This is an optimization exercise on Yosys and OpenROAD, whose aim is small area, a short achievable clock period and few clock cycles per item, not a production implementation.
Function was checked by simulation only, so behaviour that the tests miss may differ from the original.

$ cat design.v
`timescale 1ns / 1ps
package ran_pkg;
  localparam int WIDTH_DEF = 32;
  localparam int FIELD_W = 32;
  localparam int OP_W = 3;
  localparam int ST_W = 2;
  typedef enum logic [OP_W-1:0] {
    OP_ADD = 3'd0, OP_SUB = 3'd1, OP_MUL = 3'd2, OP_DIV = 3'd3,
    OP_NEG = 3'd4, OP_INC = 3'd5, OP_DEC = 3'd6, OP_NORM = 3'd7
  } op_t;
  typedef enum logic [ST_W-1:0] {
    ST_OK = 2'd0, ST_ZERO_DEN = 2'd1, ST_OVERFLOW = 2'd2
  } status_t;
endpackage
`timescale 1ns / 1ps
module ran_divu (
  input  logic [31:0] x,
  input  logic [16:0] yv,
  output logic [48:0] p
);
  assign p = $signed(x) * $signed(yv);
endmodule
`timescale 1ns / 1ps
import ran_pkg::*;
module rational_arith_normalize_core #(
  parameter int WIDTH = ran_pkg::WIDTH_DEF
) (
  input  logic clk,
  input  logic rst_n,
  input  logic in_valid,
  output logic in_ready,
  input  logic [ran_pkg::OP_W-1:0] in_operation,
  input  logic signed [ran_pkg::FIELD_W-1:0] in_left_num,
  input  logic signed [ran_pkg::FIELD_W-1:0] in_left_den,
  input  logic signed [ran_pkg::FIELD_W-1:0] in_right_num,
  input  logic signed [ran_pkg::FIELD_W-1:0] in_right_den,
  output logic out_valid,
  input  logic out_ready,
  output logic signed [ran_pkg::FIELD_W-1:0] out_result_num,
  output logic signed [ran_pkg::FIELD_W-1:0] out_result_den,
  output logic [ran_pkg::ST_W-1:0] out_status
);
  typedef enum logic [2:0] { S_IDLE, S_P, S_CHK, S_G, S_R, S_Z, S_W, S_OUT } state_t;
  localparam logic [2:0] X_NSL = 3'd0, X_NSH = 3'd1, X_DSL = 3'd2, X_ONE = 3'd3,
                         X_A = 3'd4, X_B = 3'd5;
  localparam logic [2:0] Y_DSH = 3'd0, Y_DSL = 3'd1, Y_NSH = 3'd2, Y_ONE = 3'd3,
                         Y_X0 = 3'd4, Y_XR = 3'd5;
  localparam logic [1:0] B_0 = 2'd0, B_2 = 2'd1, B_A = 2'd2, B_B = 2'd3;
  localparam logic [1:0] D_NONE = 2'd0, D_A = 2'd1, D_B = 2'd2, D_XR = 2'd3;
  function automatic logic [7:0] inv8(input logic [6:0] i);
    case (i)
      7'd0: inv8 = 8'h01;
      7'd1: inv8 = 8'hab;
      7'd2: inv8 = 8'hcd;
      7'd3: inv8 = 8'hb7;
      7'd4: inv8 = 8'h39;
      7'd5: inv8 = 8'ha3;
      7'd6: inv8 = 8'hc5;
      7'd7: inv8 = 8'hef;
      7'd8: inv8 = 8'hf1;
      7'd9: inv8 = 8'h1b;
      7'd10: inv8 = 8'h3d;
      7'd11: inv8 = 8'ha7;
      7'd12: inv8 = 8'h29;
      7'd13: inv8 = 8'h13;
      7'd14: inv8 = 8'h35;
      7'd15: inv8 = 8'hdf;
      7'd16: inv8 = 8'he1;
      7'd17: inv8 = 8'h8b;
      7'd18: inv8 = 8'had;
      7'd19: inv8 = 8'h97;
      7'd20: inv8 = 8'h19;
      7'd21: inv8 = 8'h83;
      7'd22: inv8 = 8'ha5;
      7'd23: inv8 = 8'hcf;
      7'd24: inv8 = 8'hd1;
      7'd25: inv8 = 8'hfb;
      7'd26: inv8 = 8'h1d;
      7'd27: inv8 = 8'h87;
      7'd28: inv8 = 8'h09;
      7'd29: inv8 = 8'hf3;
      7'd30: inv8 = 8'h15;
      7'd31: inv8 = 8'hbf;
      7'd32: inv8 = 8'hc1;
      7'd33: inv8 = 8'h6b;
      7'd34: inv8 = 8'h8d;
      7'd35: inv8 = 8'h77;
      7'd36: inv8 = 8'hf9;
      7'd37: inv8 = 8'h63;
      7'd38: inv8 = 8'h85;
      7'd39: inv8 = 8'haf;
      7'd40: inv8 = 8'hb1;
      7'd41: inv8 = 8'hdb;
      7'd42: inv8 = 8'hfd;
      7'd43: inv8 = 8'h67;
      7'd44: inv8 = 8'he9;
      7'd45: inv8 = 8'hd3;
      7'd46: inv8 = 8'hf5;
      7'd47: inv8 = 8'h9f;
      7'd48: inv8 = 8'ha1;
      7'd49: inv8 = 8'h4b;
      7'd50: inv8 = 8'h6d;
      7'd51: inv8 = 8'h57;
      7'd52: inv8 = 8'hd9;
      7'd53: inv8 = 8'h43;
      7'd54: inv8 = 8'h65;
      7'd55: inv8 = 8'h8f;
      7'd56: inv8 = 8'h91;
      7'd57: inv8 = 8'hbb;
      7'd58: inv8 = 8'hdd;
      7'd59: inv8 = 8'h47;
      7'd60: inv8 = 8'hc9;
      7'd61: inv8 = 8'hb3;
      7'd62: inv8 = 8'hd5;
      7'd63: inv8 = 8'h7f;
      7'd64: inv8 = 8'h81;
      7'd65: inv8 = 8'h2b;
      7'd66: inv8 = 8'h4d;
      7'd67: inv8 = 8'h37;
      7'd68: inv8 = 8'hb9;
      7'd69: inv8 = 8'h23;
      7'd70: inv8 = 8'h45;
      7'd71: inv8 = 8'h6f;
      7'd72: inv8 = 8'h71;
      7'd73: inv8 = 8'h9b;
      7'd74: inv8 = 8'hbd;
      7'd75: inv8 = 8'h27;
      7'd76: inv8 = 8'ha9;
      7'd77: inv8 = 8'h93;
      7'd78: inv8 = 8'hb5;
      7'd79: inv8 = 8'h5f;
      7'd80: inv8 = 8'h61;
      7'd81: inv8 = 8'h0b;
      7'd82: inv8 = 8'h2d;
      7'd83: inv8 = 8'h17;
      7'd84: inv8 = 8'h99;
      7'd85: inv8 = 8'h03;
      7'd86: inv8 = 8'h25;
      7'd87: inv8 = 8'h4f;
      7'd88: inv8 = 8'h51;
      7'd89: inv8 = 8'h7b;
      7'd90: inv8 = 8'h9d;
      7'd91: inv8 = 8'h07;
      7'd92: inv8 = 8'h89;
      7'd93: inv8 = 8'h73;
      7'd94: inv8 = 8'h95;
      7'd95: inv8 = 8'h3f;
      7'd96: inv8 = 8'h41;
      7'd97: inv8 = 8'heb;
      7'd98: inv8 = 8'h0d;
      7'd99: inv8 = 8'hf7;
      7'd100: inv8 = 8'h79;
      7'd101: inv8 = 8'he3;
      7'd102: inv8 = 8'h05;
      7'd103: inv8 = 8'h2f;
      7'd104: inv8 = 8'h31;
      7'd105: inv8 = 8'h5b;
      7'd106: inv8 = 8'h7d;
      7'd107: inv8 = 8'he7;
      7'd108: inv8 = 8'h69;
      7'd109: inv8 = 8'h53;
      7'd110: inv8 = 8'h75;
      7'd111: inv8 = 8'h1f;
      7'd112: inv8 = 8'h21;
      7'd113: inv8 = 8'hcb;
      7'd114: inv8 = 8'hed;
      7'd115: inv8 = 8'hd7;
      7'd116: inv8 = 8'h59;
      7'd117: inv8 = 8'hc3;
      7'd118: inv8 = 8'he5;
      7'd119: inv8 = 8'h0f;
      7'd120: inv8 = 8'h11;
      7'd121: inv8 = 8'h3b;
      7'd122: inv8 = 8'h5d;
      7'd123: inv8 = 8'hc7;
      7'd124: inv8 = 8'h49;
      7'd125: inv8 = 8'h33;
      7'd126: inv8 = 8'h55;
      7'd127: inv8 = 8'hff;
      default: inv8 = 8'h01;
    endcase
  endfunction
  state_t state_r;
  logic [3:0] step_r;
  logic [2:0] op_r;
  logic [64:0] a_r;           
  logic [63:0] b_r;           
  logic [63:0] ns_r, ds_r;    
  logic [31:0] xr_r;          
  logic nneg_r, dneg_r;
  logic [ST_W-1:0] ost_r;
  logic [2:0] xsel, ysel;
  logic [1:0] bsel, dest;
  logic yhi, msub;
  logic [5:0] xs_r;           
  logic [9:0] ys_r;           
  logic [1:0] bsel1_r, dest1_r;
  logic sub1_r, hi1_r;
  logic [7:0] x0_r;
  logic [31:0] mx;
  logic [16:0] my;
  logic [48:0] mp;
  logic [48:0] p_r;
  logic [1:0] bsel_r, dest_r;
  logic hi_r, sub_r;
  logic [64:0] mbase, pe, macc;
  always_comb begin
    mx = ({32{xs_r[0]}} & ns_r[31:0]) | ({32{xs_r[1]}} & ns_r[63:32]) |
         ({32{xs_r[2]}} & ds_r[31:0]) | {31'd0, xs_r[3]} |
         ({32{xs_r[4]}} & a_r[31:0]) | ({32{xs_r[5]}} & b_r[31:0]);
    my[15:0] = ({16{ys_r[0]}} & ds_r[47:32]) | ({16{ys_r[1]}} & ds_r[63:48]) |
               ({16{ys_r[2]}} & ds_r[15:0]) | ({16{ys_r[3]}} & ds_r[31:16]) |
               ({16{ys_r[4]}} & ns_r[47:32]) | ({16{ys_r[5]}} & ns_r[63:48]) |
               {15'd0, ys_r[6]} | ({16{ys_r[7]}} & {8'd0, x0_r}) |
               ({16{ys_r[8]}} & xr_r[15:0]) | ({16{ys_r[9]}} & xr_r[31:16]);
    my[16] = (ys_r[1] & ds_r[63]) | (ys_r[3] & ds_r[31]) | (ys_r[5] & ns_r[63]) |
             (ys_r[9] & xr_r[31]);
  end
  ran_divu u_mul (.x(mx), .yv(my), .p(mp));
  always_comb begin
    case (bsel_r)
      B_2: mbase = 65'd2;
      B_A: mbase = a_r;
      B_B: mbase = {b_r[63], b_r};
      default: mbase = '0;
    endcase
    pe = hi_r ? {p_r, 16'd0} : {{16{p_r[48]}}, p_r};
    macc = mbase + (pe ^ {65{sub_r}}) + {64'd0, sub_r};
  end
  logic [64:0] dab, dba;
  logic [63:0] gsel, gsh;
  logic a_ge_b, a_zero, b_zero, g_to_a;
  assign dab = {1'b0, a_r[63:0]} - {1'b0, b_r};
  assign dba = {1'b0, (state_r == S_CHK) ? 64'd0 : b_r} - {1'b0, a_r[63:0]};
  assign a_ge_b = !dab[64];
  assign a_zero = (a_r == '0);
  assign b_zero = (b_r == '0);
  always_comb begin
    if (!a_r[0]) gsel = a_r[63:0];
    else if (!b_r[0]) gsel = b_r;
    else if (a_ge_b) gsel = dab[63:0];
    else gsel = dba[63:0];
    if (gsel[1]) gsh = {1'b0, gsel[63:1]};
    else if (gsel[2]) gsh = {2'b0, gsel[63:2]};
    else if (gsel[3]) gsh = {3'b0, gsel[63:3]};
    else gsh = {4'b0, gsel[63:4]};
  end
  assign g_to_a = !a_r[0] || (b_r[0] && a_ge_b);
  logic hsmall, ge_n, eq_n, ge_d, neg_res;
  assign hsmall = (b_r[63:33] == '0);
  assign ge_n = hsmall && (ns_r[63:31] >= b_r[32:0]);
  assign eq_n = hsmall && (ns_r[63:31] == b_r[32:0]) && (ns_r[30:0] == '0);
  assign ge_d = hsmall && (ds_r[63:31] >= b_r[32:0]);
  assign neg_res = nneg_r ^ dneg_r;
  state_t state_n;
  logic [3:0] step_n;
  logic [2:0] op_n;
  logic plast;
  always_comb begin
    case (op_r)
      3'd0, 3'd1: plast = (step_r == 4'd6);
      3'd2, 3'd3: plast = (step_r == 4'd4);
      3'd4, 3'd7: plast = (step_r == 4'd2);
      default: plast = (step_r == 4'd3);
    endcase
    state_n = state_r;
    step_n = step_r;
    case (state_r)
      S_IDLE: if (in_valid) begin state_n = S_P; step_n = '0; end
      S_P: begin
        if (plast) begin state_n = S_CHK; step_n = '0; end
        else step_n = step_r + 4'd1;
      end
      S_CHK: state_n = b_zero ? S_OUT : (a_zero ? S_Z : S_G);
      S_Z: state_n = S_W;
      S_W: state_n = S_OUT;
      S_G: if (a_zero && (ns_r[0] || ds_r[0])) begin state_n = S_R; step_n = '0; end
      S_R: begin
        if (step_r == 4'd12) begin state_n = S_OUT; step_n = '0; end
        else step_n = step_r + 4'd1;
      end
      S_OUT: if (out_ready) state_n = S_IDLE;
      default: state_n = S_IDLE;
    endcase
    op_n = (state_r == S_IDLE) ? in_operation : op_r;
  end
  logic dsign;
  always_comb begin
    case (op_r)
      3'd0, 3'd1, 3'd2: dsign = ds_r[31] ^ ds_r[63];
      3'd3: dsign = ds_r[31] ^ ns_r[63];
      default: dsign = ds_r[31];
    endcase
  end
  always_comb begin
    xsel = X_ONE; ysel = Y_ONE; yhi = 1'b0; msub = 1'b0; bsel = B_0; dest = D_NONE;
    case (state_n)
      S_P: begin
        if (op_n[2] == 1'b0 && op_n[1] == 1'b0) begin
          case (step_n)
            4'd0: begin xsel = X_NSL; ysel = Y_DSH; dest = D_A; end
            4'd1: begin xsel = X_NSL; ysel = Y_DSH; yhi = 1'b1; bsel = B_A; dest = D_A; end
            4'd2: begin xsel = X_NSH; ysel = Y_DSL; msub = op_n[0]; bsel = B_A; dest = D_A; end
            4'd3: begin xsel = X_NSH; ysel = Y_DSL; yhi = 1'b1; msub = op_n[0]; bsel = B_A; dest = D_A; end
            4'd4: begin xsel = X_DSL; ysel = Y_DSH; msub = dsign; dest = D_B; end
            4'd5: begin xsel = X_DSL; ysel = Y_DSH; yhi = 1'b1; msub = dsign; bsel = B_B; dest = D_B; end
            default: ;
          endcase
        end else if (op_n[2] == 1'b0) begin
          case (step_n)
            4'd0: begin xsel = X_NSL; ysel = op_n[0] ? Y_DSH : Y_NSH; dest = D_A; end
            4'd1: begin xsel = X_NSL; ysel = op_n[0] ? Y_DSH : Y_NSH; yhi = 1'b1; bsel = B_A; dest = D_A; end
            4'd2: begin xsel = X_DSL; ysel = op_n[0] ? Y_NSH : Y_DSH; msub = dsign; dest = D_B; end
            4'd3: begin xsel = X_DSL; ysel = op_n[0] ? Y_NSH : Y_DSH; yhi = 1'b1; msub = dsign; bsel = B_B; dest = D_B; end
            default: ;
          endcase
        end else if (op_n[1:0] == 2'd0 || op_n[1:0] == 2'd3) begin
          case (step_n)
            4'd0: begin xsel = X_NSL; msub = !op_n[0]; dest = D_A; end
            4'd1: begin xsel = X_DSL; msub = dsign; dest = D_B; end
            default: ;
          endcase
        end else begin
          case (step_n)
            4'd0: begin xsel = X_NSL; dest = D_A; end
            4'd1: begin xsel = X_DSL; msub = op_n[1]; bsel = B_A; dest = D_A; end
            4'd2: begin xsel = X_DSL; msub = dsign; dest = D_B; end
            default: ;
          endcase
        end
      end
      S_Z: begin
        xsel = X_ONE; ysel = Y_ONE; msub = dneg_r; dest = D_B;
      end
      S_R: begin
        case (step_n)
          4'd0: begin xsel = X_B; ysel = Y_X0; bsel = B_2; msub = 1'b1; dest = D_A; end
          4'd2: begin xsel = X_A; ysel = Y_X0; dest = D_XR; end
          4'd4: begin xsel = X_B; ysel = Y_XR; bsel = B_2; msub = 1'b1; dest = D_A; end
          4'd6: begin xsel = X_A; ysel = Y_XR; dest = D_XR; end
          4'd8: begin xsel = X_NSL; ysel = Y_XR; msub = neg_res; dest = D_A; end
          4'd9: begin xsel = X_NSL; ysel = Y_XR; yhi = 1'b1; msub = neg_res; bsel = B_A; dest = D_A; end
          4'd10: begin xsel = X_DSL; ysel = Y_XR; dest = D_B; end
          4'd11: begin xsel = X_DSL; ysel = Y_XR; yhi = 1'b1; bsel = B_B; dest = D_B; end
          default: ;
        endcase
      end
      default: ;
    endcase
  end
  always_ff @(posedge clk) begin
    if (!rst_n) begin
      state_r <= S_IDLE;
      step_r <= '0;
      dest1_r <= D_NONE;
      dest_r <= D_NONE;
    end else begin
      state_r <= state_n;
      step_r <= step_n;
      dest1_r <= dest;
      dest_r <= dest1_r;
    end
  end
  always_ff @(posedge clk) begin
    xs_r <= '0;
    case (xsel)
      X_NSL: xs_r[0] <= 1'b1;
      X_NSH: xs_r[1] <= 1'b1;
      X_DSL: xs_r[2] <= 1'b1;
      X_A: xs_r[4] <= 1'b1;
      X_B: xs_r[5] <= 1'b1;
      default: xs_r[3] <= 1'b1;
    endcase
    ys_r <= '0;
    case (ysel)
      Y_DSH: ys_r[yhi ? 1 : 0] <= 1'b1;
      Y_DSL: ys_r[yhi ? 3 : 2] <= 1'b1;
      Y_NSH: ys_r[yhi ? 5 : 4] <= 1'b1;
      Y_X0: ys_r[7] <= 1'b1;
      Y_XR: ys_r[yhi ? 9 : 8] <= 1'b1;
      default: ys_r[6] <= 1'b1;
    endcase
    bsel1_r <= bsel;
    hi1_r <= yhi;
    sub1_r <= msub;
    x0_r <= inv8(b_r[7:1]);
    p_r <= mp;
    bsel_r <= bsel1_r;
    hi_r <= hi1_r;
    sub_r <= sub1_r;
    case (dest_r)
      D_A: a_r <= macc;
      D_B: b_r <= macc[63:0];
      D_XR: xr_r <= macc[31:0];
      default: ;
    endcase
    if (state_r == S_IDLE) begin
      ns_r <= {in_right_num, in_left_num};
      ds_r <= {in_right_den, in_left_den};
      op_r <= in_operation;
    end
    if (state_r == S_P && step_r == 4'd0) dneg_r <= dsign;
    if (state_r == S_CHK) begin
      nneg_r <= a_r[64];
      if (a_r[64]) a_r <= {1'b0, dba[63:0]};
      ns_r <= a_r[64] ? dba[63:0] : a_r[63:0];
      ds_r <= b_r;
      ost_r <= b_zero ? ST_ZERO_DEN : ST_OK;
    end
    if (state_r == S_G) begin
      if (!ns_r[0] && !ds_r[0]) begin
        ns_r <= {1'b0, ns_r[63:1]};
        ds_r <= {1'b0, ds_r[63:1]};
      end
      if (!a_zero) begin
        if (g_to_a) a_r <= {1'b0, gsh};
        else b_r <= gsh;
      end
    end
    if (state_r == S_R && step_r == 4'd0) begin
      ost_r <= ((neg_res ? (ge_n && !eq_n) : ge_n) || ge_d) ? ST_OVERFLOW : ST_OK;
    end
  end
  logic ok;
  assign ok = (ost_r == ST_OK);
  assign in_ready = (state_r == S_IDLE);
  assign out_valid = (state_r == S_OUT);
  assign out_result_num = ok ? a_r[31:0] : '0;
  assign out_result_den = ok ? b_r[31:0] : '0;
  assign out_status = ost_r;
endmodule
$ cat run.sh
#!/bin/bash
# synth_recipe.tcl (not shown) runs the flow's synth.tcl, then flattens the netlist and writes it again
# the make line also repeats each setting of config.mk as NAME=value (left out here)
make -C /OpenROAD-flow-scripts/flow DESIGN_CONFIG=/design/flow/config.mk WORK_HOME=/design/flow/orfs CLKGATE_MAP_FILE= SYNTH_SCRIPT=/design/flow/synth_recipe.tcl finish
$ cat config.mk
export PLATFORM = sky130hd
export DESIGN_NAME = rational_arith_normalize_core
export DESIGN_NICKNAME = rational_arith_normalize_core
export VERILOG_FILES = /design/flow/design.v
export SDC_FILE = /design/flow/constraint.sdc
export NUM_CORES = 4
export LEC_CHECK = 0
export CAP_MARGIN = 20
export CORE_MARGIN = 2
export CORE_UTILIZATION = 40
export SLEW_MARGIN = 20
$ cat constraint.sdc
create_clock -name core_clock -period 11.0 [get_ports {clk}]
set_input_delay 2.2000 -clock core_clock [delete_from_list [all_inputs] [get_ports {clk}]]
set_output_delay 2.2000 -clock core_clock [all_outputs]
set_load 0.01 [all_outputs]
==> out/metrics.yaml <==
status: "complete, no violations"
cts_inserted_buffers: 47
num_vias: 59400
holdBufCountCts: 0
post_cts_buffers: 0
ys_warn_count: 1
drc: 0
die_area_um2: 146000
rsz0062_at_grt: "false"
worstHoldEndpoint: "bsel_r[0]"
grt-ovfl-total: 0
dp_cells: 9309
drtIter0Drc: 7613
synth_seq_cells: 387
std_cell_rows: 138
worstSkewPairLatency_ps: 670
clockBufferDepth: 3
clockRootBuffer: "clkbuf_16"
routed_wl_um: 294000
synth_seq_area_share_pct: 14.2
grt.total_usage_pct: 39.0
async_flop_share_pct: 0
grt_max_degree: 202
yosysMostFrequentCell: "nor2_1"
timing.slew.headroom_pct: 12.0
critPathArrivalTime_ps: 10040
reg2reg_from: "ys_r[2]"
fill_cells: 14400
yosys-top-cells-area: "fa_1, dfxtp_1, ha_1"
die_w_um: 381
syn_avg_cell_area_um2: 7.56
criticalPathCategory: "reg2reg"
regToRegSetupSlack_ps: 1500
cp_max_fo: 20
worstPathRequired_ps: 11540
synth_top_cell_by_area: "fa_1"
via_per_inst: 6.32
first_pass_iters: 9
fin_worst_skew_ps: 65.5
grt_pass1_wl_um: 413000
clock_sinks: 387
synth.distinct_cells: 103
synth.cell_area_um2: 57000
synth_flop_cell: "dfxtp_1"
start_kind: "register"
finalMaxSlewViolations: 0
avgRoutedWirePerCell_um: 31.2
cts_resized: 0
worstMarginPinSlew_ps: 1320
cp_common_cell: "fa_1"
min_path_cells: 0
min_period_over_period_pct: 86.4
clk_pin_slew_ps: 70
fmax_mhz: 105
area_growth_pct: 9.87
synth_cells: 7541
cp-end-kind: "register"
synth_nets: 8576
drive_gt1_share_pct: 4.77
fin_nets: 8503
holdCritStartpoint: "bsel1_r[0]"
min_period_ps: 9500
hold_violations: 0
timing.rr.end: "p_r[47]"
antenna_found_initial: 14
io_buffers: 202
synth_commonest_cells: "nor2_1, nand2_1, inv_1"
max-cap-violations: 0
cpPeakStageDelay_ps: 770
initial_core_util_pct: 40.3
boundaryPins: 203
synth-edff-count: 36
cts_tree: "built"
die_y_um: 381
first_global_vias: 55900
setup_viol: 0
setup_tns_ps: 0
reg2reg_depth: 29
hpwl_um: 239000
hp-class: "reg2reg"
gp_congestion: 1.10
ant_nets: 0
critPathSlowestCell: "a221oi_4"
synth_top_area_share_pct: 18.4
placeableCoreArea_um2: 141000
htree_levels: 2
fin_cells: 9398
state kept, by name, indices dropped and copies added, names as in the netlist, 2 cells and up:
signal / count
a_r: 65
b_r: 64
ds_r: 64
ns_r: 64
p_r: 49
xr_r: 32
ys_r: 10
x0_r: 7
xs_r: 6
step_r: 4
op_r: 3
state_r: 3
bsel1_r: 2
bsel_r: 2
dest1_r: 2
dest_r: 2
ost_r: 2
through the flow:
stage          area, µm²  util, %  setup WS [ps]  hold slack [ps]
2_1_floorplan      57000        -           3340              310
3_3_place_gp       61000     43.1           1940              309
3_5_place_dp       61000     43.1           1840              312
4_1_cts            62600     44.3           1740              325
5_1_grt            62600     44.3           1140              332
6_report           62600     44.3           1500              325
final cells by class:
type	instances	area, µm²	share of cell area (%)
tap	1890	2360	3.78
antenna	2	5.00	0.00799
sequential	387	8130	13.0
timing repair buffer	361	3250	5.19
multi-input combinational	5899	44400	70.9
clock buffer	61	1300	2.08
inverter	772	2900	4.63
clock inverter	26	290	0.463
cell usage in the layout, fill, tap and decap left out, types with 16 or more instances in the layout:
cell and instances:
fa_1 524, o31ai_1 22, dfxtp_1 344, nand2_1 794, o21ai_0 447, nor4_1 54
o21ai_1 43, inv_1 768, clkbuf_16 49, edfxtp_1 36, a21oi_1 582, a22oi_1 98
nor2b_1 98, nand4_1 119, buf_4 156, a21o_1 129, nand3_1 96, o21a_1 46
nor2_1 830, nor3_1 127, a311oi_1 18, xnor2_1 218, o22ai_1 47, a211oi_1 142
or3_1 22, xor2_1 67, a221oi_1 16, o211ai_1 115, clkdlybuf4s50_1 202, and4_1 44
or2_2 17, nand2b_1 95, and2_1 37, o21bai_1 49, a31oi_1 63, a21boi_0 16
o221ai_1 33, and3_1 48, ha_1 376, mux2i_1 227
worst max-delay path, delay by kind of cell (launching register included):
kind	cells	cell delay (ps)
flip-flops	1	540
AO/OA/AOI/OAI	11	3970
adder cells (fa/ha/maj)	7	3300
AND/OR/NAND/NOR	5	760
XOR/XNOR	1	160
buffers and inverters	5	610
routing by layer:
metal	global-route usage (%)	vias to the layer above	part of all wire [%]
met2	56.8	3577	42
met3	10.8	787	11
li1	-	25900	-
met5	0	-	0.033
met1	52.7	29100	41
met4	19.6	14	6.1
cell families (layout without fill, tap and decap cells):
group / count (synthesis) / count (layout) / synth area share, %
buf+inv: 1255 / 1220 / 8.35
mux: 238 / 238 / 4.23
simple gates: 2431 / 2431 / 19.3
compound gates: 2043 / 2043 / 22.8
other cells: 0 / 2 / 0
flops: 387 / 387 / 14.2
xor+xnor: 287 / 287 / 4.41
fa+ha+maj: 900 / 900 / 26.7
worst max path at each step:
| stage | start | endpoint | cells past startpoint |
|---|---|---|---|
| 2_1_floorplan | ys_r[4] | p_r[47] | 31 |
| 3_3_place_gp | ys_r[2] | p_r[47] | 29 |
| 3_5_place_dp | ys_r[2] | p_r[47] | 29 |
| 4_1_cts | ys_r[2] | p_r[47] | 29 |
| 5_1_grt | ys_r[2] | p_r[47] | 29 |
| 6_report | ys_r[2] | p_r[47] | 29 |
Testbench counts, summed over its fixed seeds: cycles 40,701, items 960.

[re-timing with driven ports]
How much do the figures lean on ideal ports? The routed layout below was timed once more, with nothing changed but the port constraints.
Step 1 assumes that a clkbuf_16 drives the clock port and a buf_2 every other input.
Step 2 times the ports against the registers' clock, not the clock port: input delays grow and output delays shrink by t, the midpoint of the rising clock arrivals with the driver on.
a / b / c = no drivers / after step 1 / after step 2; a / b = the first two.
shift t [ns]: 0.717
slack for setup (ns): 1.500 / 1.500 / 1.500
worst hold slack (ns): 0.325 / 0.325 / 0.325
latest minus earliest clock arrival (ns): 0.066 / 0.066
worst data-port slew with drivers (ns): 0.05
After both steps this run still meets setup and hold. The setup slack of this run moves by 0.000 ns with the drivers and by 0.000 ns with both steps.
